This is an optimization exercise on Yosys and OpenROAD, whose aim is small area, not a production implementation.
The RTL was checked by simulation tests, not by an equivalence proof against the original design.

v18:
// speech_fe_top
module speech_fe_top (
    input  logic                        clk,
    input  logic                        rst_n,
    input  logic                        in_valid,
    input  logic [$clog2(4)+15:0] in_data,
    output logic                        out_valid,
    output logic [$clog2(4)+$clog2(32)+16:0] out_data,
    output logic [4-1:0]     overrun
);
clock: 12.5 ns
lec_check: 0
cap_margin: 20
core_margin: 2
core_utilization: 56
place_density: 0.68
slew_margin: 20
synth_hierarchical: 1
standard.sh (not shown) runs the stock make flow with config.mk's settings and CLKGATE_MAP_FILE= SYNTH_SCRIPT=/design/flow/synth_recipe.tcl, a recipe that flattens the netlist after the stock synthesis.
==> flow/flow/run.sh <==
#!/bin/bash
# Own layout flow: the standard layout (standard.sh) with two changes.
#  1. Synthesis maps the logic with an area-recovering ABC script
#     (flow/abc.script: &dch then &nf with area recovery, no buffering or
#     sizing; placement repairs fanout and slew as usual). Only the ABC
#     script differs: the rest of synthesis, and so the registers and their
#     names, are the standard ones.
#  2. Clock tree synthesis uses larger sink clusters (fewer leaf buffers).
#     If an attempt fails, the next one is tried with default clustering.
# Each attempt's make output goes to flow_<attempt>_<step>.log here; ORFS's
# own per-step logs stay under orfs/logs (failed attempts under orfs_<attempt>).
set -uo pipefail
here=$(pwd)

rm -rf "$here/abc_scripts"
cp -r "$FLOW_HOME/scripts" "$here/abc_scripts"
cp "$here/flow/abc.script" "$here/abc_scripts/abc_speed.script"

attempt() {
  local name=$1; shift
  rm -rf "$here/orfs"
  if bash "$here/standard.sh" SCRIPTS_DIR="$here/abc_scripts" synth \
       > "$here/flow_${name}_synth.log" 2>&1 &&
     bash "$here/standard.sh" "$@" finish \
       > "$here/flow_${name}_finish.log" 2>&1 &&
     [[ -s "$here/out/final.def" ]]; then
    return 0
  fi
  mv "$here/orfs" "$here/orfs_${name}" 2>/dev/null
  rm -f "$here/out/final.def"
  return 1
}

attempt a CTS_CLUSTER_SIZE=30 CTS_CLUSTER_DIAMETER=100 ||
  attempt b CTS_CLUSTER_SIZE=24 CTS_CLUSTER_DIAMETER=80 ||
  attempt c
==> flow/flow/abc.script <==
&get -n
&st
&dch
&nf -R 1000
&put
v18 finished every stage and its layout cleared the timing, design-rule and antenna checks.
Setup changes, v18 to v21
--- a/flow/flow/run.sh
+++ b/flow/flow/run.sh
@@ -1,3 +1,3 @@
 #!/bin/bash
-# Own layout flow: the standard layout (standard.sh) with two changes.
+# Own layout flow: the standard layout (standard.sh) with three changes.
 #  1. Synthesis maps the logic with an area-recovering ABC script
@@ -7,4 +7,8 @@
 #     names, are the standard ones.
-#  2. Clock tree synthesis uses larger sink clusters (fewer leaf buffers).
-#     If an attempt fails, the next one is tried with default clustering.
+#  2. The constraints get a max-fanout design rule (flow/fanout.sdc appended
+#     to the standard flow's constraint.sdc; clock, delays and loads unchanged), so the
+#     resizer splits the very wide nets (the ring's write-data bus) into
+#     smaller buffered nets that route cleanly.
+#  3. Clock tree synthesis uses larger sink clusters (fewer leaf buffers).
+#     If an attempt fails, the next one is tried with smaller clusters.
 # Each attempt's make output goes to flow_<attempt>_<step>.log here; ORFS's
@@ -17,2 +21,3 @@
 cp "$here/flow/abc.script" "$here/abc_scripts/abc_speed.script"
+cat "$here/constraint.sdc" "$here/flow/fanout.sdc" > "$here/layout.sdc"
 
@@ -21,5 +26,5 @@
   rm -rf "$here/orfs"
-  if bash "$here/standard.sh" SCRIPTS_DIR="$here/abc_scripts" synth \
+  if bash "$here/standard.sh" SCRIPTS_DIR="$here/abc_scripts" SDC_FILE="$here/layout.sdc" synth \
        > "$here/flow_${name}_synth.log" 2>&1 &&
-     bash "$here/standard.sh" "$@" finish \
+     bash "$here/standard.sh" SDC_FILE="$here/layout.sdc" "$@" finish \
        > "$here/flow_${name}_finish.log" 2>&1 &&
@@ -33,4 +38,4 @@
 
-attempt a CTS_CLUSTER_SIZE=30 CTS_CLUSTER_DIAMETER=100 ||
-  attempt b CTS_CLUSTER_SIZE=24 CTS_CLUSTER_DIAMETER=80 ||
+attempt a CTS_CLUSTER_SIZE=24 CTS_CLUSTER_DIAMETER=70 ||
+  attempt b CTS_CLUSTER_SIZE=20 CTS_CLUSTER_DIAMETER=60 ||
   attempt c
==> flow/flow/fanout.sdc (new file) <==
set_max_fanout 24 [current_design]
--- a/flow/config.mk
+++ b/flow/config.mk
@@ -9,4 +9,4 @@
 export CORE_MARGIN = 2
-export CORE_UTILIZATION = 56
-export PLACE_DENSITY = 0.68
+export CORE_UTILIZATION = 50
+export PLACE_DENSITY = 0.62
 export SLEW_MARGIN = 20
--- outcome ---
v21 has completed all stages; timing, DRC and antenna checks passed.
Summary of the comparison: number of clock-tree buffers in the layout is higher in v21, relative to v18.
| wire length of the first global-routing pass | v21 vs v18 | about 10% higher |
In v21 relative to v18, number of antenna violations at the first check in global routing had gone down by a little under 10%.
Horizontal die dimension: higher on v21
Diff v21 and v18: first-iteration DRC count lower in v18
Growth of design area from synthesis to finish, v21 and v18: higher on v21
On multi-input gate share of total cell area, v21 and v18 are basically level.
Core region area on v21 is up relative to v18.
Here is what was changed in the inputs of v3 compared with v21.
==> flow/flow/run.sh <==
#!/bin/bash
# Own layout flow: the standard layout (standard.sh) with two changes.
#  1. Synthesis maps the logic with an area-recovering ABC script
#     (flow/abc.script: &dch then &nf with area recovery, no buffering or
#     sizing; placement repairs fanout and slew as usual). Only the ABC
#     script differs: the rest of synthesis, and so the registers and their
#     names, are the standard ones.
#  2. Clock tree synthesis uses larger sink clusters (fewer leaf buffers).
#     If an attempt fails, the next one is tried with default clustering.
# Each attempt's make output goes to flow_<attempt>_<step>.log here; ORFS's
# own per-step logs stay under orfs/logs (failed attempts under orfs_<attempt>).
set -uo pipefail
here=$(pwd)

rm -rf "$here/abc_scripts"
cp -r "$FLOW_HOME/scripts" "$here/abc_scripts"
cp "$here/flow/abc.script" "$here/abc_scripts/abc_speed.script"

attempt() {
  local name=$1; shift
  rm -rf "$here/orfs"
  if bash "$here/standard.sh" SCRIPTS_DIR="$here/abc_scripts" synth \
       > "$here/flow_${name}_synth.log" 2>&1 &&
     bash "$here/standard.sh" "$@" finish \
       > "$here/flow_${name}_finish.log" 2>&1 &&
     [[ -s "$here/out/final.def" ]]; then
    return 0
  fi
  mv "$here/orfs" "$here/orfs_${name}" 2>/dev/null
  rm -f "$here/out/final.def"
  return 1
}

attempt a CTS_CLUSTER_SIZE=30 CTS_CLUSTER_DIAMETER=100 ||
  attempt b CTS_CLUSTER_SIZE=24 CTS_CLUSTER_DIAMETER=80 ||
  attempt c
removed: flow/flow/fanout.sdc
==> comparison <==
v3 improves on v21 in design area.
Between v21 and v3, cell depth of the worst flop-to-flop path is lower for v3, v21 comes in above that.
Between v21 and v3, the difference in count of input and output buffers is negligible.
Worst setup slack, v21 and v3: lower on v21
STATUS post-route worst hold slack: v3 wins against v21

-- what the ideal ports hide --
Ports are ideal in the flow. The routed layouts listed here were re-timed in OpenROAD.
Step 1, drivers: a clkbuf_16 drives clk and a buf_2 each remaining input, both assumed.
Step 2 adds t to the input delays and takes it off the output delays; t is the mean of the earliest and latest rising clock arrival at the registers after step 1. Input paths then give back, and output paths get back, about the clock's delay inside the block.
a / b / c = no drivers / after step 1 / after step 2; a / b = the first two.
| run | t (ns) | setup WS [ns] | hold slack, ns |
|---|---|---|---|
| v18 | 0.990 | 3.356 / 3.356 / 3.356 | 0.507 / 0.507 / 0.507 |
| v21 | 1.040 | 3.319 / 3.319 / 3.319 | 0.493 / 0.493 / 0.493 |
| v3 | 1.018 | 3.376 / 3.376 / 3.376 | 0.505 / 0.505 / 0.505 |
After both steps setup and hold are still met in every run listed.
